What follows belongs to an exercise in optimizing a design on an open flow for small area and a short achievable clock period; a production flow would make more cautious choices.
In this exercise RTL edits were held to simulation tests only and were not proved equivalent to the original.
No activity file was given, so power comes from the tool's default toggle rates.

==> design/flow/design.v <==
module pst_brain_core (
  input  logic       clk,
  input  logic       rst,
  input  logic [7:0] cur0,
  input  logic [7:0] cur1,
  input  logic [7:0] cur2,
  input  logic [7:0] cur3,
  output logic [7:0] phase0,
  output logic [7:0] phase1,
  output logic [7:0] phase2,
  output logic [7:0] phase3,
  output logic [2:0] winner,
  output logic [7:0] winner_score,
  output logic [7:0] winner_rel,
  output logic [7:0] w_ab,
  output logic [7:0] w_ac,
  output logic [7:0] w_ad,
  output logic [7:0] w_bc,
  output logic [7:0] w_bd,
  output logic [7:0] w_cd,
  output logic [7:0] seq_slot_A,
  output logic [7:0] seq_slot_B,
  output logic       seq_force_valid,
  output logic [7:0] seq_force_pred,
  output logic [7:0] pred_out,
  output logic [7:0] pred_err,
  output logic       reward_out,
  output logic [2:0] gamma_cnt,
  output logic [2:0] theta_cnt,
  output logic       theta_tick,
  output logic       episode_last,
  output logic [2:0] ep_winner,
  output logic [3:0] ep_strength,
  output logic       ep_valid,
  output logic       exploit_mode,
  output logic       explore_mode,
  output logic [1:0] confidence_level,
  output logic       err_explore,
  output logic       delta_tick,
  output logic [2:0] topic_winner,
  output logic [2:0] topic_strength,
  output logic       topic_valid
);
  logic [7:0] r_cnt;
  logic [3:0] r_sp, r_jf;
  logic [7:0] r_v     [4];
  logic [7:0] r_phase [4];
  logic [6:0] r_w     [6];
  logic [2:0] r_winner;
  logic [7:0] r_win_score, r_win_rel, r_slot_a, r_slot_b, r_pred, r_pred_err;
  logic       r_reward, r_err_explore, r_dcnt;
  logic [1:0] r_rew_run, r_force_left, r_conf, r_err_run;
  logic [2:0] r_gamma_cnt, r_theta_cnt;
  logic [2:0] r_win_cnt [6];
  logic [2:0] r_ep_cnt  [6];
  logic       r_theta_tick, r_delta_tick, r_ep_valid, r_topic_valid;
  logic [2:0] r_ep_winner, r_topic_winner, r_topic_strength;
  logic [3:0] r_ep_strength;
  logic [2:0] r_vb, r_vm, r_ub, r_um;
  logic       r_explore, r_fv;
  logic [7:0] r_es  [6];
  logic [5:0] r_el;
  logic       r_elast, r_exploit;
  function automatic logic [8:0] addc8(input logic [7:0] a, input logic [7:0] b,
                                       input logic ci);
    logic       c;
    logic [7:0] s;
    c = ci;
    for (int i = 0; i < 8; i++) begin
      s[i] = a[i] ^ b[i] ^ c;
      c    = (a[i] & b[i]) | (c & (a[i] ^ b[i]));
    end
    addc8 = {c, s};
  endfunction
  function automatic logic [1:0] pair_a(input int p);
    case (p)
      0, 1, 2: pair_a = 2'd0;
      3, 4:    pair_a = 2'd1;
      default: pair_a = 2'd2;
    endcase
  endfunction
  function automatic logic [1:0] pair_b(input int p);
    case (p)
      0:       pair_b = 2'd1;
      1, 3:    pair_b = 2'd2;
      default: pair_b = 2'd3;
    endcase
  endfunction
  logic [7:0] w_cur [4];
  assign w_cur[0] = cur0;
  assign w_cur[1] = cur1;
  assign w_cur[2] = cur2;
  assign w_cur[3] = cur3;
  logic w_gamma_end, w_explore;
  assign w_gamma_end = &r_cnt;
  assign w_explore   = r_explore;
  logic [3:0] w_fire;
  logic [8:0] w_rem [4];
  logic [7:0] w_cnt_m1;
  always_comb begin
    w_cnt_m1 = r_cnt - 8'd1;
    for (int c = 0; c < 4; c++) begin
      w_rem[c]  = {1'b0, r_v[c]} - {1'b0, w_cur[c]};
      w_fire[c] = ~r_sp[c] & w_rem[c][8];
    end
  end
  logic [7:0] w_ph [4];
  always_comb
    for (int c = 0; c < 4; c++) w_ph[c] = !r_sp[c] ? 8'd255 : (r_jf[c] ? 8'd254 : r_v[c]);
  logic [5:0] w_wb [6];
  logic [8:0] q_wb;
  always_comb begin
    q_wb = '0;
    for (int p = 0; p < 6; p++) begin
      q_wb = addc8({3'b0, r_w[p][6:2]},
                   {5'b0, ~w_explore & r_ep_valid & (r_ep_winner == 3'(p)),
                    ~w_explore & r_topic_valid & (r_topic_winner == 3'(p)), 1'b0}, 1'b0);
      w_wb[p] = q_wb[5:0];
    end
  end
  logic [7:0] e_init [6];
  logic [5:0] e_dec;
  always_comb
    for (int p = 0; p < 6; p++) begin
      e_init[p] = 8'd127 + {2'b0, w_wb[p]};
      e_dec[p]  = r_sp[pair_a(p)] ^ r_sp[pair_b(p)];
    end
  logic [5:0] w_valid;
  logic [7:0] w_score [6];
  always_comb
    for (int p = 0; p < 6; p++) begin
      w_valid[p] = r_sp[pair_a(p)] & r_sp[pair_b(p)];
      w_score[p] = w_valid[p] ? r_es[p] : {2'b0, w_wb[p]};
    end
  logic       t01, t23, t45, gBA, gCA, gCB, wA, wB, wC;
  logic [7:0] s01, s23, s45;
  logic [5:0] w_win1h;
  logic [2:0] w_winner;
  logic [7:0] w_best;
  always_comb begin
    t01 = w_score[1] > w_score[0];
    t23 = w_score[3] > w_score[2];
    t45 = w_score[5] > w_score[4];
    s01 = t01 ? w_score[1] : w_score[0];
    s23 = t23 ? w_score[3] : w_score[2];
    s45 = t45 ? w_score[5] : w_score[4];
    gBA = s23 > s01;
    gCA = s45 > s01;
    gCB = s45 > s23;
    wA  = ~gBA & ~gCA;
    wB  = gBA & ~gCB;
    wC  = gCA & gCB;
    w_win1h  = {wC & t45, wC & ~t45, wB & t23, wB & ~t23, wA & t01, wA & ~t01};
    w_winner = {wC, wB, w_win1h[1] | w_win1h[3] | w_win1h[5]};
    w_best   = (wA ? s01 : 8'd0) | (wB ? s23 : 8'd0) | (wC ? s45 : 8'd0);
  end
  logic [5:0] w_win_wb;
  logic [6:0] w_win_rel7;
  logic [7:0] w_best_rel;
  logic [6:0] w_win_w;
  logic       w_win_coh, w_win_valid, w_win_rl;
  always_comb begin
    w_win_wb    = 6'd0;
    w_win_w     = 7'd0;
    w_win_coh   = 1'b0;
    w_win_valid = 1'b0;
    w_win_rl    = 1'b0;
    for (int p = 0; p < 6; p++) begin
      w_win_wb    = w_win_wb | (w_win1h[p] ? w_wb[p] : 6'd0);
      w_win_w     = w_win_w | (w_win1h[p] ? r_w[p] : 7'd0);
      w_win_valid = w_win_valid | (w_win1h[p] & w_valid[p]);
      w_win_rl    = w_win_rl | (w_win1h[p] & r_el[p]);
    end
    w_win_rel7 = w_best[6:0] - {1'b0, w_win_wb};
    w_best_rel = w_win_valid ? {w_win_rel7, w_win_rl} : 8'd0;
    w_win_coh  = w_win_valid & ({w_win_rel7, w_win_rl} >= 8'd235);
  end
  logic [7:0] w_pred, w_err;
  logic [8:0] q_e1, q_e2;
  logic       w_reward, w_hi_err;
  logic [1:0] w_rew_run, w_err_run;
  always_comb begin
    if (r_winner == 3'd0)      w_pred = r_slot_a;
    else if (r_winner == 3'd5) w_pred = r_slot_b;
    else                       w_pred = r_win_score;
    q_e1      = {1'b0, w_best} - {1'b0, w_pred};
    q_e2      = {1'b0, w_pred} - {1'b0, w_best};
    w_err     = q_e1[8] ? q_e2[7:0] : q_e1[7:0];
    w_reward  = (w_err < 8'd5);
    w_hi_err  = (w_err > 8'd5);
    w_rew_run = !w_reward ? 2'd0 : ((r_rew_run == 2'd2) ? 2'd2 : r_rew_run + 2'd1);
    w_err_run = !w_hi_err ? 2'd0 : ((r_err_run == 2'd3) ? 2'd3 : r_err_run + 2'd1);
  end
  logic [6:0] w_inc;
  logic [6:0] w_w_next [6];
  always_comb begin
    w_inc = (w_win_w >= 7'd118) ? 7'd120 : w_win_w + 7'd2;
    for (int p = 0; p < 6; p++) begin
      if (w_win1h[p])  w_w_next[p] = w_win_coh ? w_inc : r_w[p];
      else if (r_dcnt) w_w_next[p] = (r_w[p] != 7'd0) ? r_w[p] - 7'd1 : 7'd0;
      else             w_w_next[p] = r_w[p];
    end
  end
  logic [2:0] v_b, v_m;
  logic [5:0] v_eq, v_take, w_ep1h;
  logic       v_hit, v_sel;
  logic [2:0] w_ep_win;
  logic [3:0] w_ep_str;
  always_comb begin
    v_b = r_vb;
    v_m = r_vm;
    for (int p = 0; p < 6; p++) begin
      v_eq[p]   = (r_win_cnt[p] == v_m);
      v_take[p] = v_eq[p] | ((r_win_cnt[p] + 3'd1 == v_m) & (3'(p) < v_b));
    end
    v_hit = |(w_win1h & v_eq);
    v_sel = |(w_win1h & v_take);
    for (int p = 0; p < 6; p++)
      w_ep1h[p] = v_sel ? w_win1h[p] : (v_b == 3'(p));
    w_ep_win = {w_ep1h[4] | w_ep1h[5], w_ep1h[2] | w_ep1h[3], w_ep1h[1] | w_ep1h[3] | w_ep1h[5]};
    w_ep_str = {1'b0, v_m} + {3'd0, v_hit};
  end
  logic [2:0] u_b, u_m;
  logic [5:0] u_eq, u_take;
  logic       u_hit, u_sel;
  logic [2:0] w_topic_win, w_topic_str;
  always_comb begin
    u_b = r_ub;
    u_m = r_um;
    for (int p = 0; p < 6; p++) begin
      u_eq[p]   = (r_ep_cnt[p] == u_m);
      u_take[p] = u_eq[p] | ((r_ep_cnt[p] + 3'd1 == u_m) & (3'(p) < u_b));
    end
    u_hit = |(w_ep1h & u_eq);
    u_sel = |(w_ep1h & u_take);
    w_topic_win = u_sel ? w_ep_win : u_b;
    w_topic_str = u_m + {2'd0, u_hit};
  end
  logic [1:0] w_force_next;
  always_comb begin
    if (w_rew_run == 2'd2)         w_force_next = 2'd2;
    else if (r_force_left != 2'd0) w_force_next = r_force_left - 2'd1;
    else                           w_force_next = 2'd0;
  end
  logic [1:0] w_conf_new, w_conf_next;
  logic       w_errx_next;
  always_comb begin
    w_conf_new = r_conf;
    if (w_ep_str >= 4'd7)      w_conf_new = (r_conf == 2'd3) ? 2'd3 : r_conf + 2'd1;
    else if (w_ep_str <= 4'd5) w_conf_new = (r_conf == 2'd0) ? 2'd0 : r_conf - 2'd1;
    w_conf_next = (r_gamma_cnt == 3'd7) ? w_conf_new : r_conf;
    if (w_reward)                  w_errx_next = 1'b0;
    else if (w_err_run == 2'd3)    w_errx_next = 1'b1;
    else                           w_errx_next = r_err_explore;
  end
  always_ff @(posedge clk)
    for (int p = 0; p < 6; p++) begin
      if (r_cnt == 8'd0) begin
        r_es[p] <= e_init[p];
        r_el[p] <= 1'b1;
      end else if (e_dec[p]) begin
        if (!r_el[p]) r_es[p] <= r_es[p] - 8'd1;
        r_el[p] <= ~r_el[p];
      end
    end
  always_ff @(posedge clk or posedge rst) begin
    if (rst) begin
      r_cnt <= '0;
      r_sp  <= '0;
      r_jf  <= '0;
      r_vb <= '0; r_vm <= '0; r_ub <= '0; r_um <= '0;
      r_explore <= 1'b0;
      r_fv <= 1'b0;
      r_elast <= 1'b0; r_exploit <= 1'b0;
      for (int c = 0; c < 4; c++) begin
        r_v[c] <= 8'd199; r_phase[c] <= 8'd255;
      end
      for (int p = 0; p < 6; p++) begin
        r_w[p] <= 7'd64; r_win_cnt[p] <= '0; r_ep_cnt[p] <= '0;
      end
      r_winner <= '0; r_win_score <= '0; r_win_rel <= '0;
      r_slot_a <= 8'd0; r_slot_b <= 8'd213;
      r_pred <= '0; r_pred_err <= '0; r_reward <= 1'b0;
      r_rew_run <= '0; r_force_left <= '0; r_err_run <= '0; r_err_explore <= 1'b0;
      r_dcnt <= 1'b0; r_gamma_cnt <= '0; r_theta_cnt <= '0; r_conf <= 2'd2;
      r_theta_tick <= 1'b0; r_delta_tick <= 1'b0; r_ep_valid <= 1'b0; r_topic_valid <= 1'b0;
      r_ep_winner <= '0; r_ep_strength <= '0; r_topic_winner <= '0; r_topic_strength <= '0;
    end else begin
      r_cnt        <= r_cnt + 8'd1;
      r_theta_tick <= 1'b0;
      r_delta_tick <= 1'b0;
      for (int c = 0; c < 4; c++) begin
        if (w_gamma_end) begin
          r_sp[c] <= 1'b0;
          r_jf[c] <= 1'b0;
          r_v[c]  <= 8'd199;
        end else begin
          r_sp[c] <= r_sp[c] | w_fire[c];
          r_jf[c] <= w_fire[c];
          if (r_jf[c])       r_v[c] <= w_cnt_m1;
          else if (!r_sp[c]) r_v[c] <= w_rem[c][7:0];
        end
      end
      if (w_gamma_end) begin
        for (int c = 0; c < 4; c++) r_phase[c] <= w_ph[c];
        for (int p = 0; p < 6; p++) r_w[p] <= w_w_next[p];
        r_winner    <= w_winner;
        r_win_score <= w_best;
        r_win_rel   <= w_best_rel;
        r_slot_a    <= w_score[0];
        r_slot_b    <= w_score[5];
        r_pred      <= w_pred;
        r_pred_err  <= w_err;
        r_reward    <= w_reward;
        r_rew_run   <= w_rew_run;
        r_force_left <= w_force_next;
        r_fv         <= (w_force_next != 2'd0);
        r_err_run <= w_err_run;
        r_err_explore <= w_errx_next;
        r_explore     <= ~w_conf_next[1] | w_errx_next;
        r_exploit     <= (w_conf_next == 2'd3);
        r_elast       <= (r_gamma_cnt == 3'd6);
        r_dcnt      <= ~r_dcnt;
        r_gamma_cnt <= r_gamma_cnt + 3'd1;
        if (r_gamma_cnt == 3'd7) begin
          for (int p = 0; p < 6; p++) r_win_cnt[p] <= '0;
          r_vb <= '0;
          r_vm <= '0;
          r_ep_winner   <= w_ep_win;
          r_ep_strength <= w_ep_str;
          r_ep_valid    <= 1'b1;
          r_conf        <= w_conf_new;
          r_theta_tick  <= 1'b1;
          if (r_theta_cnt == 3'd4) begin
            r_theta_cnt <= '0;
            for (int p = 0; p < 6; p++) r_ep_cnt[p] <= '0;
            r_ub <= '0;
            r_um <= '0;
            r_topic_winner   <= w_topic_win;
            r_topic_strength <= w_topic_str;
            r_topic_valid    <= 1'b1;
            r_delta_tick     <= 1'b1;
          end else begin
            r_theta_cnt <= r_theta_cnt + 3'd1;
            for (int p = 0; p < 6; p++)
              r_ep_cnt[p] <= r_ep_cnt[p] + {2'd0, w_ep1h[p]};
            r_ub <= w_topic_win;
            r_um <= w_topic_str;
          end
        end else begin
          for (int p = 0; p < 6; p++) r_win_cnt[p] <= r_win_cnt[p] + {2'd0, w_win1h[p]};
          r_vb <= w_ep_win;
          r_vm <= w_ep_str[2:0];
        end
      end
    end
  end
  assign phase0 = r_phase[0];
  assign phase1 = r_phase[1];
  assign phase2 = r_phase[2];
  assign phase3 = r_phase[3];
  assign winner = r_winner;
  assign winner_score = r_win_score;
  assign winner_rel   = r_win_rel;
  assign w_ab = {r_w[0], 1'b0};
  assign w_ac = {r_w[1], 1'b0};
  assign w_ad = {r_w[2], 1'b0};
  assign w_bc = {r_w[3], 1'b0};
  assign w_bd = {r_w[4], 1'b0};
  assign w_cd = {r_w[5], 1'b0};
  assign seq_slot_A      = r_slot_a;
  assign seq_slot_B      = r_slot_b;
  assign seq_force_valid = r_fv;
  assign seq_force_pred  = r_fv ? r_pred : 8'd0;
  assign pred_out        = r_pred;
  assign pred_err        = r_pred_err;
  assign reward_out      = r_reward;
  assign gamma_cnt       = r_gamma_cnt;
  assign theta_cnt       = r_theta_cnt;
  assign theta_tick      = r_theta_tick;
  assign episode_last    = r_elast;
  assign ep_winner       = r_ep_winner;
  assign ep_strength     = r_ep_strength;
  assign ep_valid        = r_ep_valid;
  assign exploit_mode    = r_exploit;
  assign explore_mode    = w_explore;
  assign confidence_level = r_conf;
  assign err_explore     = r_err_explore;
  assign delta_tick      = r_delta_tick;
  assign topic_winner    = r_topic_winner;
  assign topic_strength  = r_topic_strength;
  assign topic_valid     = r_topic_valid;
endmodule
==> design/flow/flow/run.sh <==
#!/bin/bash
# The standard layout with these changes:
# - synthesis maps the logic with the ABC script flow/abc_area.script (an area-recovering
#   mapping) in place of ORFS's abc_area.script; the scripts folder is otherwise ORFS's own,
#   copied unchanged, and synthesis still runs through synth_recipe.tcl;
# - the adder step (extract_fa and its map file) is skipped, so ABC maps adders too;
# - the ports are buffered with buf_1 instead of the delay buffer buffer_ports picks;
# - the timing repair steps aim for a setup slack margin of 30.6 ns, so that they size up the
#   slowest paths.
# The clock constraint (constraint.sdc) is unchanged. Each tool's output is in orfs/logs; make's
# own output goes to standard.log.
set -euo pipefail
here=$(pwd)
rm -rf "$here/scripts_abc"
cp -r "$FLOW_HOME/scripts" "$here/scripts_abc"
cp "$here/flow/abc_area.script" "$here/scripts_abc/abc_area.script"
bash standard.sh SCRIPTS_DIR="$here/scripts_abc" BUFFER_PORTS_ARGS="-buffer_cell sky130_fd_sc_hd__buf_1" ADDER_MAP_FILE= SETUP_SLACK_MARGIN=30.6 finish > standard.log 2>&1
==> design/flow/flow/abc_area.script <==
&get -n
&st
&dch -f
&nf -R 1000 -p
&put
topo
==> design/flow/standard.sh <==
#!/bin/bash
# synth_recipe.tcl (not shown) runs the flow's synth.tcl, then flattens the netlist and writes it again
# the make line also repeats each setting of config.mk as NAME=value (left out here)
make -C /OpenROAD-flow-scripts/flow DESIGN_CONFIG=/design/flow/config.mk WORK_HOME=/design/flow/orfs CLKGATE_MAP_FILE= SYNTH_SCRIPT=/design/flow/synth_recipe.tcl "${@:-finish}"
==> design/flow/config.mk <==
export PLATFORM = sky130hd
export DESIGN_NAME = pst_brain_core
export DESIGN_NICKNAME = pst_brain_core
export VERILOG_FILES = /design/flow/design.v
export SDC_FILE = /design/flow/constraint.sdc
export NUM_CORES = 4
export LEC_CHECK = 0
export ABC_AREA = 1
export CAP_MARGIN = 20
export CORE_MARGIN = 2
export CORE_UTILIZATION = 60
export CTS_BUF_LIST = sky130_fd_sc_hd__clkbuf_8
export CTS_CLUSTER_DIAMETER = 60
export CTS_CLUSTER_SIZE = 16
export SLEW_MARGIN = 20
==> design/flow/constraint.sdc <==
create_clock -name core_clock -period 40.0 [get_ports {clk}]
set_input_delay 8.0000 -clock core_clock [delete_from_list [all_inputs] [get_ports {clk}]]
set_output_delay 8.0000 -clock core_clock [all_outputs]
set_load 0.01 [all_outputs]
==> results of run 1 <==
[per-stage QoR]
stage | hold WS (ns) | total power [W]
5_1_grt | 0.505 | 0.000603
3_3_place_gp | 0.450 | 0.000354
6_report | 0.466 | 0.000584
2_1_floorplan | 0.443 | 0.000350
3_5_place_dp | 0.454 | 0.000355
4_1_cts | 0.473 | 0.000587
[final cells by class]
cell class	instances	area, µm²
fillers	2635	9490
well taps	402	503
flip-flops and latches	313	8130
clock buffers	35	482
clock inverters	25	251
multi-input cells	1951	11500
repair buffers	238	1080
inverters	65	265
[Yosys cell counts, types with 4 or more instances]
cell type	count
sky130_fd_sc_hd__and3_1	19
sky130_fd_sc_hd__a31o_1	5
sky130_fd_sc_hd__nand2b_1	52
sky130_fd_sc_hd__a211oi_1	18
sky130_fd_sc_hd__a21o_1	26
sky130_fd_sc_hd__nand3b_1	6
sky130_fd_sc_hd__nor2_1	302
sky130_fd_sc_hd__dfrtp_1	195
sky130_fd_sc_hd__mux2i_1	33
sky130_fd_sc_hd__xnor2_1	123
sky130_fd_sc_hd__o211ai_1	6
sky130_fd_sc_hd__a21boi_0	4
sky130_fd_sc_hd__nand2_1	359
sky130_fd_sc_hd__dfxtp_1	6
sky130_fd_sc_hd__a31oi_1	35
sky130_fd_sc_hd__a221oi_1	19
sky130_fd_sc_hd__o22ai_1	14
sky130_fd_sc_hd__and2_0	44
sky130_fd_sc_hd__clkinv_1	65
sky130_fd_sc_hd__o221ai_1	9
sky130_fd_sc_hd__a22o_1	4
sky130_fd_sc_hd__edfxtp_1	48
sky130_fd_sc_hd__nor3_1	57
sky130_fd_sc_hd__xor2_1	105
sky130_fd_sc_hd__a22oi_1	30
sky130_fd_sc_hd__buf_4	6
sky130_fd_sc_hd__nand3_1	46
sky130_fd_sc_hd__or3_1	14
sky130_fd_sc_hd__nor3b_1	15
sky130_fd_sc_hd__nand4b_1	9
sky130_fd_sc_hd__o21a_1	11
sky130_fd_sc_hd__mux2_1	12
sky130_fd_sc_hd__or2_0	10
sky130_fd_sc_hd__a21oi_1	175
sky130_fd_sc_hd__nor2b_1	51
sky130_fd_sc_hd__nand4_1	11
sky130_fd_sc_hd__dfstp_2	64
sky130_fd_sc_hd__a222oi_1	15
sky130_fd_sc_hd__o31ai_1	10
sky130_fd_sc_hd__o21ai_0	254
sky130_fd_sc_hd__maj3_1	8
[path summary, 6_finish.rpt]
path	start	endpoint	slack, ns	cells after the start
setup / recovery	r_ep_winner[2]	ep_winner[2]	30.60	1
hold / removal	r_pred_err[7]	r_pred_err[7]	0.47	2
setup reg to reg	r_explore	r_w[2][4]	31.09	42
hold reg to reg	r_pred_err[7]	r_pred_err[7]	0.47	2
max in group asynchronous	rst	r_fv	31.00	3
min in group asynchronous	rst	r_delta_tick	7.60	2
[power by group through the flow]
stage	clock network, W	registers [W]	logic (W)
after floorplan	0	0.000331	0.0000186
after detailed placement	0	0.000331	0.0000240
after global placement	0	0.000331	0.0000233
after global routing	0.000249	0.000325	0.0000285
final	0.000233	0.000325	0.0000253
after CTS	0.000238	0.000325	0.0000243
[cells by family (layout without fill, tap and decap cells)]
group / count (synthesis) / count (layout) / synth area share [%]
buf+inv: 71 / 363 / 1.49
fa+ha+maj: 8 / 8 / 0.412
simple gates: 1006 / 1007 / 23.5
flops: 313 / 313 / 41.8
mux: 45 / 45 / 2.39
other cells: 1 / 6 / 0.0193
xor+xnor: 228 / 228 / 10.3
compound gates: 657 / 657 / 20.1
[flip-flops by register name, indices dropped and copies added (netlist names), 8 cells and up]
signal / cells
r_cnt: 8
r_ep_cnt: 18
r_es: 48
r_phase: 32
r_pred: 8
r_pred_err: 8
r_slot_a: 8
r_slot_b: 8
r_v: 32
r_w: 42
r_win_cnt: 18
r_win_rel: 8
r_win_score: 8
[routing by layer]
layer | GRT usage, % | wire length [µm] | up-vias
li1 | - | - | 8827
met1 | 47.3 | 25100 | 8993
met2 | 56.4 | 27300 | 803
met3 | 4.50 | 4640 | 125
met4 | 10.6 | 1660 | 0
met5 | 0 | 0 | -
[repair_timing]
action                                  CTS  global route
gates cloned                              0             1
endpoints found under the setup margin   68           145
pin swaps                                 0            18
buffers inserted                          4            15
gates resized for setup                  23            68
==> tab_implementation.tex, run 1 <==
\begin{tabular}{lr}
\hline
Metric & Value \\
\hline
\multicolumn{2}{l}{\textbf{Logic synthesis}} \\
\quad Yosys warns & 14 \\
\quad Most area-hungry cell type in the Yosys netlist & sky130\_fd\_sc\_hd\_\_dfrtp\_1 \\
\quad Unique cell type count in the Yosys netlist & 60 \\
\quad Fraction of post-synthesis cell area in the top cell type by area & 25.1\% \\
\quad Dominant cells by area after synthesis & sky130\_fd\_sc\_hd\_\_dfrtp\_1 (25\%), sky130\_fd\_sc\_hd\_\_dfstp\_2 (8.6\%), sky130\_fd\_sc\_hd\_\_edfxtp\_1 (7.4\%) \\
\quad FFs w/ async S/R, synth & 82.7\% \\
\quad Fraction of the yosys area taken by sequential cells & 41.8\% \\
\quad Top FF cell, synth & sky130\_fd\_sc\_hd\_\_dfrtp\_1 \\
\quad Number of standard cells after synthesis & 2329 \\
\quad Average cell area after synthesis & 8.35 µm² \\
\quad Number of flops mapped to enable cells by yosys & 48 \\
\quad Post-synthesis register bit count & 313 \\
\quad Area of the mapped netlist & 19400 µm² \\
\multicolumn{2}{l}{\textbf{Layout}} \\
\quad Post-layout utilization of the core & 70.1\% \\
\quad Most used cells in the layout excluding fill and tap cells & sky130\_fd\_sc\_hd\_\_nand2\_1 (355), sky130\_fd\_sc\_hd\_\_nor2\_1 (297), sky130\_fd\_sc\_hd\_\_o21ai\_0 (223) \\
\quad Fraction of layout instances using a drive strength above 1 & 9.44\% \\
\quad Most common cell after layout, fill and taps aside & sky130\_fd\_sc\_hd\_\_nand2\_1 \\
\quad Final Cell Area & 22200 µm² \\
\quad Non-filler instance count after layout & 3029 \\
\quad Layout Nets & 2637 \\
\quad Count of inserted antenna diode cells & 0 \\
\quad Layout overhead on the synthesized area & 14.3\% \\
\multicolumn{2}{l}{\textbf{Floorplan}} \\
\quad Core Area & 31700 µm² \\
\quad Initial standard-cell utilization of the core & 61.3\% \\
\quad Number of I/O pins & 204 \\
\quad Vertical die dimension & 184 µm \\
\quad Floorplan die area & 33900 µm² \\
\quad Horizontal die dimension & 184 µm \\
\quad FP Rows & 65 \\
\multicolumn{2}{l}{\textbf{Route}} \\
\quad Residual DRC count & 0 \\
\quad Wirelength, routed & 58800 µm \\
\quad Routed length per placed instance & 19.4 µm \\
\quad Drt pass-1 iters & 6 \\
\quad Number of vias per cell & 6.19 \\
\quad Number of nets with antenna violations after detailed routing & 0 \\
\quad Initial drt markers & 1632 \\
\quad DR vias & 18700 \\
\multicolumn{2}{l}{\textbf{Setup path}} \\
\quad Arrival time at the worst endpoint & 1.40 ns \\
\quad Kind of cell adding the most delay to the critical path & flip-flops \\
\quad Critical path data required time & 32.00 ns \\
\quad Maximum fanout along the worst path & 7 \\
\quad Cell type of the slowest stage on the worst timing path & sky130\_fd\_sc\_hd\_\_dfrtp\_1 \\
\quad Kind of critical path & reg -> out \\
\quad Peak per-stage delay on the critical path & 0.56 ns \\
\quad Number of buffer and inverter instances along the worst setup path & 1 \\
\quad Startpoint kind of the worst setup timing path & register \\
\quad List of cells traversed by the critical path & buf\_1 \\
\quad Type of element capturing the critical path & primary output \\
\multicolumn{2}{l}{\textbf{Clock tree}} \\
\quad Source-to-sink clock delay at the later pin of the worst-skew pair & 0.58 ns \\
\quad Hold-fix buffers at CTS & 0 \\
\quad Root cell of the clock tree & sky130\_fd\_sc\_hd\_\_clkbuf\_8 \\
\quad Number of buffers created by CTS & 34 \\
\quad Clock tree from TritonCTS & yes \\
\quad H-Tree Depth & 2 \\
\quad Maximum count of clock buffers along a single path & 3 \\
\quad Number of sinks handled by clock tree synthesis & 313 \\
\quad Clk slew on worst S/H paths & 0.11 ns \\
\multicolumn{2}{l}{\textbf{Outcome}} \\
\quad Status & finished clean \\
\multicolumn{2}{l}{\textbf{Timing}} \\
\quad Crit path time final & 9.40 ns \\
\quad Fin Clk Skew & 0.0405 ns \\
\quad \# setup viols final & 0 \\
\quad Number of hold violations in the final report & 0 \\
\quad Worst slew pin tran & 1.07 ns \\
\quad Achievable Freq & 0.106 GHz \\
\quad Final TNS setup & 0 ns \\
\quad Final count of pins violating max slew & 0 \\
\quad Final critical-path share of the clock period & 23.5\% \\
\quad Max-slew headroom & 27.7\% \\
\quad Final critical-path setup slack & 30.60 ns \\
\quad Setup repair after global routing missed its margin & yes \\
\multicolumn{2}{l}{\textbf{Power and ir drop}} \\
\quad Sw Ratio & 25.4\% \\
\quad Pwr/cell area & 26.3 nW/µm² \\
\quad Sequential share of power & 55.7\% \\
\quad Leakage power summed over all cells & 9.24 nW \\
\quad Sw Pwr & 0.000148 W \\
\quad Clock power frac & 40.0\% \\
\quad Combinational power share & 4.3\% \\
\quad Maximum ir drop on the vdd rail & 26.0 µV \\
\quad P\_int & 0.000436 W \\
\multicolumn{2}{l}{\textbf{Placement}} \\
\quad Placed cell count & 2948 \\
\quad Instance area at placement & 21000 µm² \\
\quad Half-perimeter wire length after placement & 41400 µm \\
\quad Port-buffer cells & 197 \\
\quad Placer Congestion & 0.938 \\
\quad Worst setup slack after placement & 29.94 ns \\
\multicolumn{2}{l}{\textbf{Global routing}} \\
\quad Number of global-route vias before repair & 17200 \\
\quad GRT Residual Overflow & 0 \\
\quad Initial antenna violation count & 0 \\
\quad Total global-route track usage & 34.3\% \\
\quad Largest net degree at the start of global routing & 183 \\
\quad Global-route wire length before repair & 92200 µm \\
\multicolumn{2}{l}{\textbf{Worst hold path}} \\
\quad Type of the worst min-delay path & reg -> reg \\
\multicolumn{2}{l}{\textbf{Job}} \\
\quad Max-cap violations & 0 \\
\hline
\end{tabular}
==> run 2, diff against run 1 <==
--- a/design/flow/config.mk
+++ b/design/flow/config.mk
@@ -8,7 +8,7 @@
 export ABC_AREA = 1
 export CAP_MARGIN = 20
 export CORE_MARGIN = 2
-export CORE_UTILIZATION = 60
+export CORE_UTILIZATION = 66
 export CTS_BUF_LIST = sky130_fd_sc_hd__clkbuf_8
 export CTS_CLUSTER_DIAMETER = 60
 export CTS_CLUSTER_SIZE = 16
==> run 2 against run 1 <==
Compared with the run above: critical path type unchanged; global-route usage is 3.1 points higher; via count grew 2.8%; synthesized area is the same; critical path depth stayed put; fmax grew 0.19%; combinational power rose by 4%; worst hold slack improved by 0.0028 ns; largest power group unchanged; first-iteration DRC count rose by 28%; clock power up 6%; still clean on timing, DRC and antenna; synthesized cell count stayed put; die area shrank 8.9%.
==> tab_implementation.tex, run 2 <==
\begin{tabular}{lr}
\hline
Metric & Value \\
\hline
\multicolumn{2}{l}{\textbf{Logic synthesis}} \\
\quad Dominant cells by area after synthesis & sky130\_fd\_sc\_hd\_\_dfrtp\_1 (25\%), sky130\_fd\_sc\_hd\_\_dfstp\_2 (8.6\%), sky130\_fd\_sc\_hd\_\_edfxtp\_1 (7.4\%) \\
\quad Number of standard cells after synthesis & 2329 \\
\quad FFs w/ async S/R, synth & 82.7\% \\
\quad Fraction of the yosys area taken by sequential cells & 41.8\% \\
\quad Unique cell type count in the Yosys netlist & 60 \\
\quad Post-synthesis register bit count & 313 \\
\quad Average cell area after synthesis & 8.35 µm² \\
\quad Yosys warns & 14 \\
\quad Most area-hungry cell type in the Yosys netlist & sky130\_fd\_sc\_hd\_\_dfrtp\_1 \\
\quad Count leader, synth & sky130\_fd\_sc\_hd\_\_nand2\_1 \\
\quad Number of flops mapped to enable cells by yosys & 48 \\
\quad Fraction of post-synthesis cell area in the top cell type by area & 25.1\% \\
\quad Most numerous cell types in the synthesized netlist & sky130\_fd\_sc\_hd\_\_nand2\_1 (359), sky130\_fd\_sc\_hd\_\_nor2\_1 (302), sky130\_fd\_sc\_hd\_\_o21ai\_0 (254) \\
\quad Top FF cell, synth & sky130\_fd\_sc\_hd\_\_dfrtp\_1 \\
\quad Area of the mapped netlist & 19400 µm² \\
\multicolumn{2}{l}{\textbf{Route}} \\
\quad Drt pass-1 iters & 8 \\
\quad Number of nets with antenna violations after detailed routing & 0 \\
\quad Number of vias per cell & 6.38 \\
\quad DR vias & 19300 \\
\quad Routed length per placed instance & 19.6 µm \\
\quad Residual DRC count & 0 \\
\quad Initial drt markers & 2083 \\
\quad Wirelength, routed & 59300 µm \\
\multicolumn{2}{l}{\textbf{Layout}} \\
\quad Seq. cell area & 8130 µm² \\
\quad \# fillers & 2117 \\
\quad Fraction of layout instances using a drive strength above 1 & 9.82\% \\
\quad Final Cell Area & 22300 µm² \\
\quad Register with the most flip-flops & r\_es \\
\quad Biggest registers after layout & r\_es: 48 flops, r\_w: 42 flops \\
\quad Post-layout utilization of the core & 77.3\% \\
\quad Number of flip-flops under the largest register name & 48 \\
\quad Most common cell after layout, fill and taps aside & sky130\_fd\_sc\_hd\_\_nand2\_1 \\
\quad Most used cells in the layout excluding fill and tap cells & sky130\_fd\_sc\_hd\_\_nand2\_1 (354), sky130\_fd\_sc\_hd\_\_nor2\_1 (298), sky130\_fd\_sc\_hd\_\_o21ai\_0 (221) \\
\quad Layout Nets & 2645 \\
\quad Count of inserted antenna diode cells & 0 \\
\quad Layout overhead on the synthesized area & 14.8\% \\
\quad Area taken by multi-input logic gates & 11500 µm² \\
\multicolumn{2}{l}{\textbf{Outcome}} \\
\quad Status & finished clean \\
\multicolumn{2}{l}{\textbf{Clock tree}} \\
\quad Clock tree from TritonCTS & yes \\
\quad Root cell of the clock tree & sky130\_fd\_sc\_hd\_\_clkbuf\_8 \\
\quad H-Tree Depth & 2 \\
\quad Number of sinks handled by clock tree synthesis & 313 \\
\quad Maximum count of clock buffers along a single path & 3 \\
\quad Source-to-sink clock delay at the later pin of the worst-skew pair & 0.58 ns \\
\quad Hold-fix buffers at CTS & 0 \\
\quad Clk slew on worst S/H paths & 0.10 ns \\
\quad Number of buffers created by CTS & 34 \\
\multicolumn{2}{l}{\textbf{Placement}} \\
\quad Instance area at placement & 21000 µm² \\
\quad Placer Congestion & 0.961 \\
\quad Worst setup slack after placement & 29.78 ns \\
\quad Port-buffer cells & 197 \\
\quad Half-perimeter wire length after placement & 41600 µm \\
\multicolumn{2}{l}{\textbf{Setup path}} \\
\quad Peak per-stage delay on the critical path & 0.64 ns \\
\quad Arrival time at the worst endpoint & 1.38 ns \\
\quad Reg-to-reg critical path startpoint & r\_explore \\
\quad Type of element capturing the critical path & primary output \\
\quad Startpoint kind of the worst setup timing path & register \\
\quad List of cells traversed by the critical path & buf\_1 \\
\quad Number of buffer and inverter instances along the worst setup path & 1 \\
\quad Kind of cell adding the most delay to the critical path & flip-flops \\
\quad Maximum fanout along the worst path & 8 \\
\quad Kind of critical path & reg -> out \\
\quad Startpoint of the worst setup timing path & r\_w[3][6] \\
\quad Cell type of the slowest stage on the worst timing path & sky130\_fd\_sc\_hd\_\_dfstp\_2 \\
\quad Critical path data required time & 32.00 ns \\
\multicolumn{2}{l}{\textbf{Global routing}} \\
\quad Total global-route track usage & 37.4\% \\
\quad Global-route wire length before repair & 92300 µm \\
\quad GRT Residual Overflow & 0 \\
\quad Number of global-route vias before repair & 17800 \\
\quad Largest net degree at the start of global routing & 180 \\
\quad Initial antenna violation count & 0 \\
\multicolumn{2}{l}{\textbf{Timing}} \\
\quad Fin Clk Skew & 0.0401 ns \\
\quad Max-slew headroom & 20.1\% \\
\quad Number of hold violations in the final report & 0 \\
\quad Hold slack & 0.469 ns \\
\quad Final count of pins violating max slew & 0 \\
\quad \# setup viols final & 0 \\
\quad Crit path time final & 9.38 ns \\
\quad Final critical-path setup slack & 30.62 ns \\
\quad Final critical-path share of the clock period & 23.5\% \\
\quad Worst slew pin tran & 1.19 ns \\
\quad Final TNS setup & 0 ns \\
\quad Setup repair after global routing missed its margin & yes \\
\quad Achievable Freq & 0.107 GHz \\
\multicolumn{2}{l}{\textbf{Floorplan}} \\
\quad Number of I/O pins & 204 \\
\quad Core Area & 28900 µm² \\
\quad Floorplan die area & 30900 µm² \\
\quad Vertical die dimension & 176 µm \\
\quad FP Rows & 62 \\
\quad Horizontal die dimension & 176 µm \\
\quad Initial standard-cell utilization of the core & 67.4\% \\
\multicolumn{2}{l}{\textbf{Power and ir drop}} \\
\quad Pwr/cell area & 26.8 nW/µm² \\
\quad Leakage power summed over all cells & 9.29 nW \\
\quad Maximum ir drop on the vdd rail & 30.2 µV \\
\multicolumn{2}{l}{\textbf{Job}} \\
\quad Max-cap violations & 0 \\
\multicolumn{2}{l}{\textbf{Worst hold path}} \\
\quad Hold Crit Start & r\_pred\_err[4] \\
\quad Type of the worst min-delay path & reg -> reg \\
\hline
\end{tabular}
[run 2: tightest hold or removal path, stage by stage (launching register included)]
cell	delay, ns
sky130_fd_sc_hd__dfrtp_1	0.35
sky130_fd_sc_hd__nand2_1	0.05
sky130_fd_sc_hd__nand2_1	0.05
[run 2: timing repair]
item	in CTS	in global routing
gates cloned	0	0
pin swaps	3	22
resized for setup	19	77
endpoints found under the setup margin	64	87
buffers inserted	3	25
[run 2: kinds of logic (layout without fill, tap and decap cells)]
| logic type | after synthesis | after routing | synth area share, % |
|---|---|---|---|
| other | 1 | 6 | 0.0193 |
| AOI/OAI and AO/OA | 657 | 657 | 20.1 |
| muxes | 45 | 45 | 2.39 |
| xor gates and xnor gates | 228 | 228 | 10.3 |
| and+or+nand+nor | 1006 | 1006 | 23.5 |
| DFF | 313 | 313 | 41.8 |
| buffers and inverters | 71 | 374 | 1.49 |
| adders and majority gates | 8 | 8 | 0.412 |
[run 2: worst paths after layout]
kind                                  endpoint  slack (ns)  cells after the start
max in group asynchronous                 r_fv       30.99                      3
worst min register to register   r_pred_err[4]        0.47                      2
min in group asynchronous       r_ep_cnt[4][1]        7.58                      2
worst max register to register       r_w[0][2]       31.09                     40
worst max-delay path                   w_bc[7]       30.62                      1
worst min-delay path             r_pred_err[4]        0.47                      2
[run 2: report_power, final]
group / total, W / switching [W] / leakage [nW] / internal, W
clock network: 0.000247 / 0.000133 / 0.418 / 0.000114
registers: 0.000325 / 0.00000128 / 3.91 / 0.000324
logic: 0.0000262 / 0.0000159 / 4.96 / 0.0000103
total: 0.000598 / 0.000150 / 9.29 / 0.000448
[run 2: final cells by class]
type                    instances  share of cell area (%)
well taps                     384                    2.15
multi-input cells            1950                    51.5
inverters                      65                    1.19
repair buffers                247                    5.14
clock buffers                  41                    2.53
flip-flops and latches        313                    36.4
clock inverters                21                    1.00
[run 2: routing by layer]
metal  share of wire [%]  vias up  GRT usage, %
met5                   0        -             0
met4                 4.2        0          15.1
met3                 9.6      188          5.65
met2                  46     1074          61.1
met1                  40     9158          50.3
li1                    -     8845             -
[run 2: through the flow]
step,power [W],cells
after global routing,0.000614,3021
after floorplan,0.000350,2334
after detailed placement,0.000355,2930
final,0.000598,3021
after CTS,0.000598,2995
after global placement,0.000354,2930
==> run 3, diff against run 2 <==
==> design/flow/flow/abc_area.script (replaced) <==
&get -n
&st
&dc2
&dch -f
&nf -R 1000 -p
&st
&dc2
&dch -f
&nf -R 1000 -p
&put
topo
--- a/design/flow/config.mk
+++ b/design/flow/config.mk
@@ -8,7 +8,7 @@
 export ABC_AREA = 1
 export CAP_MARGIN = 20
 export CORE_MARGIN = 2
-export CORE_UTILIZATION = 66
+export CORE_UTILIZATION = 60
 export CTS_BUF_LIST = sky130_fd_sc_hd__clkbuf_8
 export CTS_CLUSTER_DIAMETER = 60
 export CTS_CLUSTER_SIZE = 16
==> run 3 against run 2 <==
Compared with the run above: clock skew rose by 0.0035 ns; via count is 3.9% lower; worst hold slack about the same; global-route usage down 2.5 points; still clean; final cell count decreased by 3.5%; critical endpoint is now explore_mode; synthesized cell count down 5.3%; design area shrank 1.7%; combinational power increased by 4%; synthesized area shrank 1.9%; power increased by 3.3%; die area up 7.7%.
==> tab_implementation.tex, run 3 <==
\begin{tabular}{lr}
\hline
Metric & Value \\
\hline
\multicolumn{2}{l}{\textbf{Outcome}} \\
\quad Status & finished clean \\
\multicolumn{2}{l}{\textbf{Route}} \\
\quad Wirelength, routed & 58500 µm \\
\quad Routed length per placed instance & 20.1 µm \\
\quad Initial drt markers & 1642 \\
\quad DR vias & 18500 \\
\quad Drt pass-1 iters & 9 \\
\quad Residual DRC count & 0 \\
\quad Number of vias per cell & 6.35 \\
\quad Number of nets with antenna violations after detailed routing & 0 \\
\multicolumn{2}{l}{\textbf{Setup path}} \\
\quad Number of buffer and inverter instances along the worst setup path & 1 \\
\quad Arrival time at the worst endpoint & 1.43 ns \\
\quad List of cells traversed by the critical path & buf\_1 \\
\quad Kind of critical path & reg -> out \\
\quad Peak per-stage delay on the critical path & 0.60 ns \\
\quad Cell type of the slowest stage on the worst timing path & sky130\_fd\_sc\_hd\_\_dfrtp\_1 \\
\quad Kind of cell adding the most delay to the critical path & flip-flops \\
\quad Startpoint kind of the worst setup timing path & register \\
\quad Maximum fanout along the worst path & 6 \\
\quad Type of element capturing the critical path & primary output \\
\quad Critical path data required time & 32.00 ns \\
\multicolumn{2}{l}{\textbf{Logic synthesis}} \\
\quad Unique cell type count in the Yosys netlist & 62 \\
\quad Number of flops mapped to enable cells by yosys & 48 \\
\quad Fraction of the yosys area taken by sequential cells & 42.6\% \\
\quad Top FF cell, synth & sky130\_fd\_sc\_hd\_\_dfrtp\_1 \\
\quad FFs w/ async S/R, synth & 82.7\% \\
\quad Count leader, synth & sky130\_fd\_sc\_hd\_\_nand2\_1 \\
\quad Area of the mapped netlist & 19100 µm² \\
\quad Post-synthesis register bit count & 313 \\
\quad Number of standard cells after synthesis & 2205 \\
\quad Most area-hungry cell type in the Yosys netlist & sky130\_fd\_sc\_hd\_\_dfrtp\_1 \\
\quad Average cell area after synthesis & 8.65 µm² \\
\quad Most numerous cell types in the synthesized netlist & sky130\_fd\_sc\_hd\_\_nand2\_1 (315), sky130\_fd\_sc\_hd\_\_o21ai\_0 (232), sky130\_fd\_sc\_hd\_\_nor2\_1 (227) \\
\quad Dominant cells by area after synthesis & sky130\_fd\_sc\_hd\_\_dfrtp\_1 (26\%), sky130\_fd\_sc\_hd\_\_dfstp\_2 (8.8\%), sky130\_fd\_sc\_hd\_\_edfxtp\_1 (7.6\%) \\
\quad Yosys warns & 14 \\
\quad Fraction of post-synthesis cell area in the top cell type by area & 25.6\% \\
\multicolumn{2}{l}{\textbf{Layout}} \\
\quad Biggest registers after layout & r\_es: 48 flops, r\_w: 42 flops \\
\quad Number of flip-flops under the largest register name & 48 \\
\quad Most common cell after layout, fill and taps aside & sky130\_fd\_sc\_hd\_\_nand2\_1 \\
\quad Fraction of layout instances using a drive strength above 1 & 9.63\% \\
\quad Register with the most flip-flops & r\_es \\
\quad Most used cells in the layout excluding fill and tap cells & sky130\_fd\_sc\_hd\_\_nand2\_1 (313), sky130\_fd\_sc\_hd\_\_nor2\_1 (224), sky130\_fd\_sc\_hd\_\_o21ai\_0 (207) \\
\quad Layout overhead on the synthesized area & 15.0\% \\
\quad Count of inserted antenna diode cells & 0 \\
\quad Layout Nets & 2522 \\
\quad Non-filler instance count after layout & 2915 \\
\multicolumn{2}{l}{\textbf{Clock tree}} \\
\quad Number of buffers created by CTS & 35 \\
\quad Number of sinks handled by clock tree synthesis & 313 \\
\quad Root cell of the clock tree & sky130\_fd\_sc\_hd\_\_clkbuf\_8 \\
\quad Clock tree from TritonCTS & yes \\
\quad Hold-fix buffers at CTS & 0 \\
\quad H-Tree Depth & 2 \\
\quad Source-to-sink clock delay at the later pin of the worst-skew pair & 0.58 ns \\
\quad Maximum count of clock buffers along a single path & 3 \\
\quad Clk slew on worst S/H paths & 0.09 ns \\
\multicolumn{2}{l}{\textbf{Power and ir drop}} \\
\quad Pwr/cell area & 28.1 nW/µm² \\
\quad Maximum ir drop on the vdd rail & 43.9 µV \\
\quad Sw Pwr & 0.000155 W \\
\quad Sw Ratio & 25.1\% \\
\quad Clock power frac & 42.5\% \\
\quad Combinational power share & 4.4\% \\
\quad Sequential share of power & 53.1\% \\
\quad Leakage power summed over all cells & 8.75 nW \\
\quad P\_int & 0.000463 W \\
\multicolumn{2}{l}{\textbf{Global routing}} \\
\quad Total global-route track usage & 34.8\% \\
\quad Number of global-route vias before repair & 17500 \\
\quad GRT Residual Overflow & 0 \\
\quad Largest net degree at the start of global routing & 134 \\
\quad Initial antenna violation count & 0 \\
\quad Global-route wire length before repair & 92900 µm \\
\multicolumn{2}{l}{\textbf{Timing}} \\
\quad Achievable Freq & 0.106 GHz \\
\quad Worst slew pin tran & 1.05 ns \\
\quad Fin Clk Skew & 0.0435 ns \\
\quad Setup repair after global routing missed its margin & yes \\
\quad Number of hold violations in the final report & 0 \\
\quad Final critical-path share of the clock period & 23.6\% \\
\quad Final TNS setup & 0 ns \\
\quad \# setup viols final & 0 \\
\quad Final count of pins violating max slew & 0 \\
\quad Max-slew headroom & 29.7\% \\
\quad Crit path time final & 9.43 ns \\
\multicolumn{2}{l}{\textbf{Floorplan}} \\
\quad Horizontal die dimension & 182 µm \\
\quad Core Area & 31500 µm² \\
\quad Initial standard-cell utilization of the core & 60.6\% \\
\quad Vertical die dimension & 182 µm \\
\quad Number of I/O pins & 204 \\
\quad Floorplan die area & 33200 µm² \\
\quad FP Rows & 65 \\
\multicolumn{2}{l}{\textbf{Worst hold path}} \\
\quad Type of the worst min-delay path & reg -> reg \\
\multicolumn{2}{l}{\textbf{Placement}} \\
\quad Placer Congestion & 0.956 \\
\quad Placed cell count & 2835 \\
\quad Half-perimeter wire length after placement & 41800 µm \\
\quad Port-buffer cells & 197 \\
\multicolumn{2}{l}{\textbf{Job}} \\
\quad Max-cap violations & 0 \\
\hline
\end{tabular}
==> run 3: path summary, 6_finish.rpt <==
check / from / end / slack [ns] / depth (start not counted)
setup / recovery: r_explore / explore_mode / 30.57 / 1
max in group asynchronous: rst / r_w[5][2] / 30.98 / 3
min in group asynchronous: rst / r_topic_strength[1] / 7.57 / 2
hold reg to reg: r_pred_err[4] / r_pred_err[4] / 0.47 / 2
setup reg to reg: r_explore / r_w[3][5] / 31.04 / 39
hold / removal: r_pred_err[4] / r_pred_err[4] / 0.47 / 2
==> run 3: kinds of logic (layout without fill, tap and decap cells) <==
logic type | Yosys count | in the layout | synth area share [%]
buffers and inverters | 60 | 363 | 1.30
DFF | 313 | 313 | 42.6
and+or+nand+nor | 900 | 900 | 22.0
xor gates and xnor gates | 185 | 185 | 8.49
other | 1 | 6 | 0.0197
muxes | 55 | 55 | 2.98
AOI/OAI and AO/OA | 686 | 686 | 22.4
adders and majority gates | 5 | 5 | 0.262
==> run 3: area by class of cell <==
type,count,area [µm²]
flip-flops and latches,313,8130
clock inverters,25,344
fillers,2653,9530
well taps,402,503
clock buffers,37,509
inverters,54,215
repair buffers,247,1160
multi-input cells,1837,11100
==> run 3: per-layer routing <==
metal	track usage (%)	up-vias	routed length, µm
met5	0	-	0
met4	15.0	0	2490
met3	5.29	172	5140
met2	55.7	903	26700
met1	47.5	8820	24100
li1	-	8621	-
==> run 3: power by group through the flow <==
| stage | Sequential (W) | Combinational (W) | Clock [W] |
|---|---|---|---|
| 4_1_cts | 0.000328 | 0.0000270 | 0.000265 |
| 2_1_floorplan | 0.000333 | 0.0000212 | 0 |
| 3_3_place_gp | 0.000334 | 0.0000259 | 0 |
| 6_report | 0.000328 | 0.0000272 | 0.000262 |
| 3_5_place_dp | 0.000334 | 0.0000268 | 0 |
| 5_1_grt | 0.000328 | 0.0000309 | 0.000278 |
==> run 3: timing repair <==
| item | 4_1_cts | 5_1_grt |
|---|---|---|
| endpoints found under the setup margin | 78 | 78 |
| pin swaps | 1 | 7 |
| resized for setup | 21 | 41 |
| buffers inserted | 6 | 12 |
| gates cloned | 0 | 0 |
==> run 3: through the flow <==
stage | total power (W) | util (%) | cell area [µm²] | setup WS, ns | hold slack (ns)
4_1_cts | 0.000620 | 68.9 | 21700 | 30.61 | 0.474
6_report | 0.000617 | 69.7 | 21900 | 30.57 | 0.469
3_5_place_dp | 0.000361 | 65.8 | 20700 | 29.80 | 0.455
2_1_floorplan | 0.000354 | - | 19200 | 30.41 | 0.443
5_1_grt | 0.000637 | 69.7 | 21900 | 30.49 | 0.494
3_3_place_gp | 0.000360 | 65.8 | 20700 | 29.70 | 0.449
==> run 4, diff against run 3 <==
==> design/flow/flow/run.sh (replaced) <==
#!/bin/bash
# The standard layout with these changes:
# - synthesis maps the logic with the ABC script flow/abc_area.script (an area-recovering
#   mapping) in place of ORFS's abc_area.script; the scripts folder is otherwise ORFS's own,
#   copied unchanged, and synthesis still runs through synth_recipe.tcl;
# - the adder step (extract_fa and its map file) is skipped, so ABC maps adders too;
# - the ports are buffered with buf_1 instead of the delay buffer buffer_ports picks;
# - the timing repair steps aim for a setup slack margin of 30.75 ns, so that they size up the
#   slowest paths.
# The clock constraint (constraint.sdc) is unchanged. Each tool's output is in orfs/logs; make's
# own output goes to standard.log.
set -euo pipefail
here=$(pwd)
rm -rf "$here/scripts_abc"
cp -r "$FLOW_HOME/scripts" "$here/scripts_abc"
cp "$here/flow/abc_area.script" "$here/scripts_abc/abc_area.script"
bash standard.sh SCRIPTS_DIR="$here/scripts_abc" BUFFER_PORTS_ARGS="-buffer_cell sky130_fd_sc_hd__buf_1" ADDER_MAP_FILE= SETUP_SLACK_MARGIN=30.75 finish > standard.log 2>&1
==> run 4 against run 3 <==
Compared with the run above: final cell count is 1.2% higher; fmax is 1.3% higher; critical endpoint is now seq_force_pred[1]; register-to-register slack better by 0.10 ns; critical path depth is 1 higher; wire length is 0.82% higher; clock-buffer cell count is 2 higher; highest routed layer unchanged; via count hardly changed; design area is 1.8% higher; non-clock buffer count is 33 higher.
==> tab_implementation.tex, run 4 <==
\begin{tabular}{lr}
\hline
Metric & Value \\
\hline
\multicolumn{2}{l}{\textbf{Outcome}} \\
\quad Status & finished clean \\
\multicolumn{2}{l}{\textbf{Setup path}} \\
\quad R2R depth & 38 \\
\quad Arrival time at the worst endpoint & 1.31 ns \\
\quad Critical path data required time & 32.00 ns \\
\quad Capture point of the worst reg-to-reg path & r\_w[3][5] \\
\quad Kind of critical path & reg -> out \\
\quad Setup slack of the most critical reg-to-reg path & 31.14 ns \\
\quad Startpoint kind of the worst setup timing path & register \\
\quad Reg-to-reg critical path startpoint & r\_ep\_winner[1] \\
\quad Cell type of the slowest stage on the worst timing path & sky130\_fd\_sc\_hd\_\_dfrtp\_2 \\
\quad Kind of cell adding the most delay to the critical path & flip-flops \\
\quad List of cells traversed by the critical path & and2\_0 -> buf\_1 \\
\quad Type of element capturing the critical path & primary output \\
\quad Number of buffer and inverter instances along the worst setup path & 1 \\
\quad Maximum fanout along the worst path & 10 \\
\quad Peak per-stage delay on the critical path & 0.48 ns \\
\multicolumn{2}{l}{\textbf{Floorplan}} \\
\quad Floorplan die area & 33200 µm² \\
\quad Vertical die dimension & 182 µm \\
\quad Horizontal die dimension & 182 µm \\
\quad Initial standard-cell utilization of the core & 60.6\% \\
\quad Number of I/O pins & 204 \\
\quad Core Area & 31500 µm² \\
\quad FP Rows & 65 \\
\multicolumn{2}{l}{\textbf{Layout}} \\
\quad Final Cell Area & 22300 µm² \\
\quad Most used cells in the layout excluding fill and tap cells & sky130\_fd\_sc\_hd\_\_nand2\_1 (310), sky130\_fd\_sc\_hd\_\_nor2\_1 (225), sky130\_fd\_sc\_hd\_\_o21ai\_0 (204) \\
\quad Count of inserted antenna diode cells & 0 \\
\quad Most common cell after layout, fill and taps aside & sky130\_fd\_sc\_hd\_\_nand2\_1 \\
\quad \# fillers & 2548 \\
\quad Register with the most flip-flops & r\_es \\
\quad Number of flip-flops under the largest register name & 48 \\
\quad Biggest registers after layout & r\_es: 48 flops, r\_w: 42 flops \\
\quad Layout Nets & 2556 \\
\quad Area taken by multi-input logic gates & 11200 µm² \\
\quad Non-filler instance count after layout & 2950 \\
\quad Layout overhead on the synthesized area & 17.1\% \\
\quad Seq. cell area & 8180 µm² \\
\quad Fraction of layout instances using a drive strength above 1 & 14.2\% \\
\multicolumn{2}{l}{\textbf{Worst hold path}} \\
\quad Hold Crit Start & r\_phase[0][6] \\
\quad Hold path cells & 2 \\
\quad Type of the worst min-delay path & reg -> reg \\
\quad Terminating pin of the worst hold path & r\_phase[0][6] \\
\multicolumn{2}{l}{\textbf{Power and ir drop}} \\
\quad Power Total & 0.000583 W \\
\quad Pwr/cell area & 26.1 nW/µm² \\
\quad Sw Ratio & 24.6\% \\
\quad Combinational power share & 5.3\% \\
\quad Leakage power summed over all cells & 9.01 nW \\
\quad Clock power frac & 38.4\% \\
\quad Sequential share of power & 56.2\% \\
\quad P\_int & 0.000439 W \\
\quad Sw Pwr & 0.000144 W \\
\quad Maximum ir drop on the vdd rail & 27.1 µV \\
\multicolumn{2}{l}{\textbf{Timing}} \\
\quad Final TNS setup & 0 ns \\
\quad Final critical-path setup slack & 30.69 ns \\
\quad Number of hold violations in the final report & 0 \\
\quad Worst slew pin tran & 1.05 ns \\
\quad Final count of pins violating max slew & 0 \\
\quad Achievable Freq & 0.107 GHz \\
\quad Final critical-path share of the clock period & 23.3\% \\
\quad Crit path time final & 9.31 ns \\
\quad \# setup viols final & 0 \\
\quad Fin Clk Skew & 0.0319 ns \\
\quad Setup repair after global routing missed its margin & yes \\
\quad Max-slew headroom & 29.9\% \\
\multicolumn{2}{l}{\textbf{Logic synthesis}} \\
\quad Most area-hungry cell type in the Yosys netlist & sky130\_fd\_sc\_hd\_\_dfrtp\_1 \\
\quad Most numerous cell types in the synthesized netlist & sky130\_fd\_sc\_hd\_\_nand2\_1 (315), sky130\_fd\_sc\_hd\_\_o21ai\_0 (232), sky130\_fd\_sc\_hd\_\_nor2\_1 (227) \\
\quad Number of standard cells after synthesis & 2205 \\
\quad FFs w/ async S/R, synth & 82.7\% \\
\quad Area of the mapped netlist & 19100 µm² \\
\quad Number of flops mapped to enable cells by yosys & 48 \\
\quad Fraction of the yosys area taken by sequential cells & 42.6\% \\
\quad Average cell area after synthesis & 8.65 µm² \\
\quad Count leader, synth & sky130\_fd\_sc\_hd\_\_nand2\_1 \\
\quad Fraction of post-synthesis cell area in the top cell type by area & 25.6\% \\
\quad Post-synthesis register bit count & 313 \\
\quad Dominant cells by area after synthesis & sky130\_fd\_sc\_hd\_\_dfrtp\_1 (26\%), sky130\_fd\_sc\_hd\_\_dfstp\_2 (8.8\%), sky130\_fd\_sc\_hd\_\_edfxtp\_1 (7.6\%) \\
\quad Top FF cell, synth & sky130\_fd\_sc\_hd\_\_dfrtp\_1 \\
\quad Unique cell type count in the Yosys netlist & 62 \\
\quad Yosys warns & 14 \\
\multicolumn{2}{l}{\textbf{Route}} \\
\quad Drt pass-1 iters & 8 \\
\quad Met1 Wirelength & 24700 µm \\
\quad DR vias & 18500 \\
\quad Number of vias per cell & 6.27 \\
\quad Uppermost layer routed & met4 \\
\quad Detailed-routed wire length on met3 & 4880 µm \\
\quad Wirelength, routed & 58900 µm \\
\quad Number of nets with antenna violations after detailed routing & 0 \\
\quad Initial drt markers & 1700 \\
\quad Residual DRC count & 0 \\
\quad Met2 wirelength from detailed routing & 27300 µm \\
\quad Routed length per placed instance & 20.0 µm \\
\multicolumn{2}{l}{\textbf{Clock tree}} \\
\quad Clk slew on worst S/H paths & 0.08 ns \\
\quad Number of sinks handled by clock tree synthesis & 313 \\
\quad Hold-fix buffers at CTS & 0 \\
\quad Clock tree from TritonCTS & yes \\
\quad H-Tree Depth & 2 \\
\quad Source-to-sink clock delay at the later pin of the worst-skew pair & 0.55 ns \\
\quad Maximum count of clock buffers along a single path & 3 \\
\quad Number of buffers created by CTS & 34 \\
\quad Root cell of the clock tree & sky130\_fd\_sc\_hd\_\_clkbuf\_8 \\
\multicolumn{2}{l}{\textbf{Placement}} \\
\quad Placed cell count & 2833 \\
\quad Instance area at placement & 20700 µm² \\
\quad Placer Congestion & 0.949 \\
\quad Worst setup slack after placement & 29.62 ns \\
\quad Port-buffer cells & 197 \\
\quad Half-perimeter wire length after placement & 41000 µm \\
\multicolumn{2}{l}{\textbf{Global routing}} \\
\quad Number of global-route vias before repair & 17300 \\
\quad Global-route wire length before repair & 92400 µm \\
\quad GRT Residual Overflow & 0 \\
\quad Initial antenna violation count & 0 \\
\quad Largest net degree at the start of global routing & 80 \\
\quad Total global-route track usage & 34.7\% \\
\multicolumn{2}{l}{\textbf{Job}} \\
\quad Max-cap violations & 0 \\
\hline
\end{tabular}
## run 4: layer usage
metal / up-vias / global-route usage (%)
li1: 8687 / -
met1: 8864 / 47.4
met2: 812 / 57.1
met3: 147 / 5.51
met4: 0 / 11.2
met5: - / 0
## run 4: logic make-up (layout without fill, tap and decap cells)
group	Yosys count	count (layout)	synth area share (%)
AOI/OAI and AO/OA	686	686	22.4
xor gates and xnor gates	185	185	8.49
adders and majority gates	5	5	0.262
buffers and inverters	60	397	1.30
DFF	313	313	42.6
muxes	55	55	2.98
other	1	6	0.0197
and+or+nand+nor	900	901	22.0
## run 4: repair_timing
action,in CTS,in global routing
pin swaps,5,29
resized for setup,80,111
setup endpoints to repair,190,193
gates cloned,1,1
setup buffers,16,37
## run 4: cell type report
class | instances | area share (%)
Timing Repair inverter | 1 | 0.0392
Tap cell | 402 | 2.25
Clock inverter | 23 | 0.795
Inverter | 54 | 0.963
Sequential cell | 313 | 36.6
Timing Repair Buffer | 280 | 6.94
Multi-Input combinational cell | 1838 | 50.0
Clock buffer | 39 | 2.40
## run 4: power by group through the flow
stage | sequential (W) | combinational (W) | clock (W)
2_1_floorplan | 0.000333 | 0.0000212 | 0
5_1_grt | 0.000328 | 0.0000346 | 0.000240
3_5_place_dp | 0.000334 | 0.0000269 | 0
4_1_cts | 0.000328 | 0.0000282 | 0.000229
6_report | 0.000328 | 0.0000312 | 0.000224
3_3_place_gp | 0.000334 | 0.0000260 | 0
## run 4: how the worst max path moves through the flow
| stage | from | end | slack, ns | cells after the start |
|---|---|---|---|---|
| 2_1_floorplan | cur3[1] | r_v[3][6] | 30.41 | 10 |
| 3_3_place_gp | r_ep_winner[2] | r_w[3][4] | 29.57 | 35 |
| 3_5_place_dp | r_ep_winner[2] | r_w[5][0] | 29.62 | 35 |
| 4_1_cts | r_fv | seq_force_pred[7] | 30.65 | 2 |
| 5_1_grt | r_fv | seq_force_pred[7] | 30.61 | 2 |
| 6_report | r_fv | seq_force_pred[1] | 30.69 | 2 |
## run 4: through the flow
step           hold WS [ns]  utilization [%]
2_1_floorplan         0.443                -
3_3_place_gp          0.450             65.7
3_5_place_dp          0.455             65.8
4_1_cts               0.480             69.0
5_1_grt               0.500             71.0
6_report              0.476             71.0
## run 4: worst min-delay path: cells and delay by family (launching register included)
| family | cells | cell delay, ns |
|---|---|---|
| and+or+nand+nor | 1 | 0.04 |
| AOI/OAI and AO/OA | 1 | 0.06 |
| DFF | 1 | 0.37 |
==> run 5, diff against run 4 <==
==> design/flow/flow/run.sh (replaced) <==
#!/bin/bash
# The standard layout with these changes:
# - synthesis maps the logic with the ABC script flow/abc_area.script (an area-recovering
#   mapping) in place of ORFS's abc_area.script; the scripts folder is otherwise ORFS's own,
#   copied unchanged, and synthesis still runs through synth_recipe.tcl;
# - the adder step (extract_fa and its map file) is skipped, so ABC maps adders too;
# - the ports are buffered with buf_1 instead of the delay buffer buffer_ports picks;
# - the timing repair steps aim for a setup slack margin of 30.7 ns, so that they size up the
#   slowest paths.
# The clock constraint (constraint.sdc) is unchanged. Each tool's output is in orfs/logs; make's
# own output goes to standard.log.
set -euo pipefail
here=$(pwd)
rm -rf "$here/scripts_abc"
cp -r "$FLOW_HOME/scripts" "$here/scripts_abc"
cp "$here/flow/abc_area.script" "$here/scripts_abc/abc_area.script"
bash standard.sh SCRIPTS_DIR="$here/scripts_abc" BUFFER_PORTS_ARGS="-buffer_cell sky130_fd_sc_hd__buf_1" ADDER_MAP_FILE= SETUP_SLACK_MARGIN=30.7 finish > standard.log 2>&1
==> design/flow/flow/abc_area.script (replaced) <==
&get -n
&st
&dc2
&dch -f
&nf -R 1000 -p
&st
&dc2
&dch -f
&nf -R 1000 -p
&st
&dc2
&dch -f
&nf -R 1000 -p
&put
topo
==> run 5 against run 4 <==
Compared with the run above: highest routed layer unchanged; synthesized area fell by 0.40%; critical path depth is the same; non-clock buffer count grew 28; power decreased by 1.2%; worst hold slack got worse by 0.0088 ns; still clean on timing, DRC and antenna; critical path type unchanged.
==> tab_implementation.tex, run 5 <==
\begin{tabular}{lr}
\hline
Metric & Value \\
\hline
\multicolumn{2}{l}{\textbf{Placement}} \\
\quad Placer Congestion & 0.957 \\
\multicolumn{2}{l}{\textbf{Timing}} \\
\quad Number of hold violations in the final report & 0 \\
\quad Setup repair after global routing missed its margin & yes \\
\quad Final critical-path setup slack & 30.60 ns \\
\quad \# setup viols final & 0 \\
\multicolumn{2}{l}{\textbf{Clock tree}} \\
\quad Number of buffers created by CTS & 30 \\
\quad Number of sinks handled by clock tree synthesis & 313 \\
\quad Clk slew on worst S/H paths & 0.09 ns \\
\quad H-Tree Depth & 1 \\
\multicolumn{2}{l}{\textbf{Power and ir drop}} \\
\quad Pwr/cell area & 25.2 nW/µm² \\
\multicolumn{2}{l}{\textbf{Logic synthesis}} \\
\quad Fraction of the yosys area taken by sequential cells & 42.7\% \\
\quad Number of standard cells after synthesis & 2195 \\
\quad Yosys warns & 14 \\
\quad Dominant cells by area after synthesis & sky130\_fd\_sc\_hd\_\_dfrtp\_1 (26\%), sky130\_fd\_sc\_hd\_\_dfstp\_2 (8.8\%), sky130\_fd\_sc\_hd\_\_edfxtp\_1 (7.6\%) \\
\quad Post-synthesis register bit count & 313 \\
\multicolumn{2}{l}{\textbf{Route}} \\
\quad Initial drt markers & 1661 \\
\quad Residual DRC count & 0 \\
\quad Wirelength, routed & 60500 µm \\
\quad Routed length per placed instance & 20.4 µm \\
\multicolumn{2}{l}{\textbf{Global routing}} \\
\quad Initial antenna violation count & 0 \\
\quad Total global-route track usage & 35.2\% \\
\quad Largest net degree at the start of global routing & 121 \\
\multicolumn{2}{l}{\textbf{Setup path}} \\
\quad Type of element capturing the critical path & primary output \\
\quad Setup slack of the most critical reg-to-reg path & 31.00 ns \\
\quad Critical path data required time & 32.00 ns \\
\quad Maximum fanout along the worst path & 10 \\
\multicolumn{2}{l}{\textbf{Floorplan}} \\
\quad Vertical die dimension & 182 µm \\
\quad Core Area & 31400 µm² \\
\quad FP Rows & 65 \\
\multicolumn{2}{l}{\textbf{Layout}} \\
\quad Most common cell after layout, fill and taps aside & sky130\_fd\_sc\_hd\_\_nand2\_1 \\
\quad Area taken by multi-input logic gates & 11400 µm² \\
\quad Fraction of layout instances using a drive strength above 1 & 16.7\% \\
\multicolumn{2}{l}{\textbf{Outcome}} \\
\quad Status & finished clean \\
\multicolumn{2}{l}{\textbf{Worst hold path}} \\
\quad Terminating pin of the worst hold path & r\_pred\_err[3] \\
\hline
\end{tabular}
run 5: cell types whose count changed after synthesis, sizes merged, moves of 8 or more:
cell / delta
o211ai: +8
nand2: -21
xor2: -11
nor2: +21
o21ai: -23
o22ai: +8
o22a: -8
a21oi: +20
run 5: worst max-delay path by stage:
stage,endpoint,from,slack (ns)
2_1_floorplan,r_jf[0],cur0[1],30.37
3_3_place_gp,r_w[4][4],r_explore,29.38
3_5_place_dp,r_w[2][4],r_explore,28.97
4_1_cts,seq_force_pred[0],r_fv,30.56
5_1_grt,seq_force_pred[6],r_fv,30.52
6_report,seq_force_pred[6],r_fv,30.60
run 5: cell families (layout without fill, tap and decap cells):
group,count (synthesis),count (layout),synth area share (%)
other,1,6,0.0197
adders and majority gates,10,10,0.527
AOI/OAI and AO/OA,704,705,23.2
and+or+nand+nor,894,895,21.8
muxes,47,47,2.53
DFF,313,313,42.7
buffers and inverters,53,411,1.17
xor gates and xnor gates,173,173,7.97
run 5: power breakdown:
part | total, W | internal (W) | switching, W
clock | 0.000221 | 0.0000923 | 0.000129
sequential | 0.000326 | 0.000325 | 0.00000186
combinational | 0.0000284 | 0.0000118 | 0.0000166
run 5: per-layer routing:
layer	vias up	global-route usage, %	routed length [µm]
met4	0	13.8	2340
met5	-	0	0
met3	195	5.07	4890
met1	9025	47.5	25100
met2	940	57.7	28200
li1	8734	-	-
run 5: final cells by class:
| class | instances | share of cell area [%] |
|---|---|---|
| flip-flops and latches | 313 | 35.8 |
| multi-input cells | 1836 | 49.7 |
| inverters | 47 | 0.826 |
| clock inverters | 24 | 0.980 |
| well taps | 402 | 2.20 |
| repair buffers | 308 | 8.61 |
| clock buffers | 32 | 1.93 |
run 5: what timing repair did:
item / CTS / global route
pin swaps: 0 / 26
resized for setup: 177 / 97
gates cloned: 1 / 2
setup endpoints to repair: 169 / 133
setup buffers: 49 / 38
run 5: per-stage QoR:
stage | hold slack (ns) | cells | instance area [µm²] | utilization [%]
floorplan | 0.443 | 2200 | 19200 | -
global route | 0.506 | 2962 | 22900 | 72.8
CTS | 0.475 | 2922 | 22200 | 70.7
finish | 0.468 | 2962 | 22900 | 72.8
detailed placement | 0.454 | 2816 | 20600 | 65.6
global placement | 0.448 | 2816 | 20600 | 65.6
run 5: critical path, cell delays in order (launching register included):
cell and delay, ns:
sky130_fd_sc_hd__dfrtp_2 0.48, sky130_fd_sc_hd__and2_0 0.17, sky130_fd_sc_hd__buf_1 0.13

Setup slack of run 5, layout unchanged: 30.603 ns with ideal ports, 30.550 ns with driving cells assumed (clock clkbuf_16, inputs buf_2), 30.042 ns with port delays also shifted by the 0.682 ns mid clock arrival.
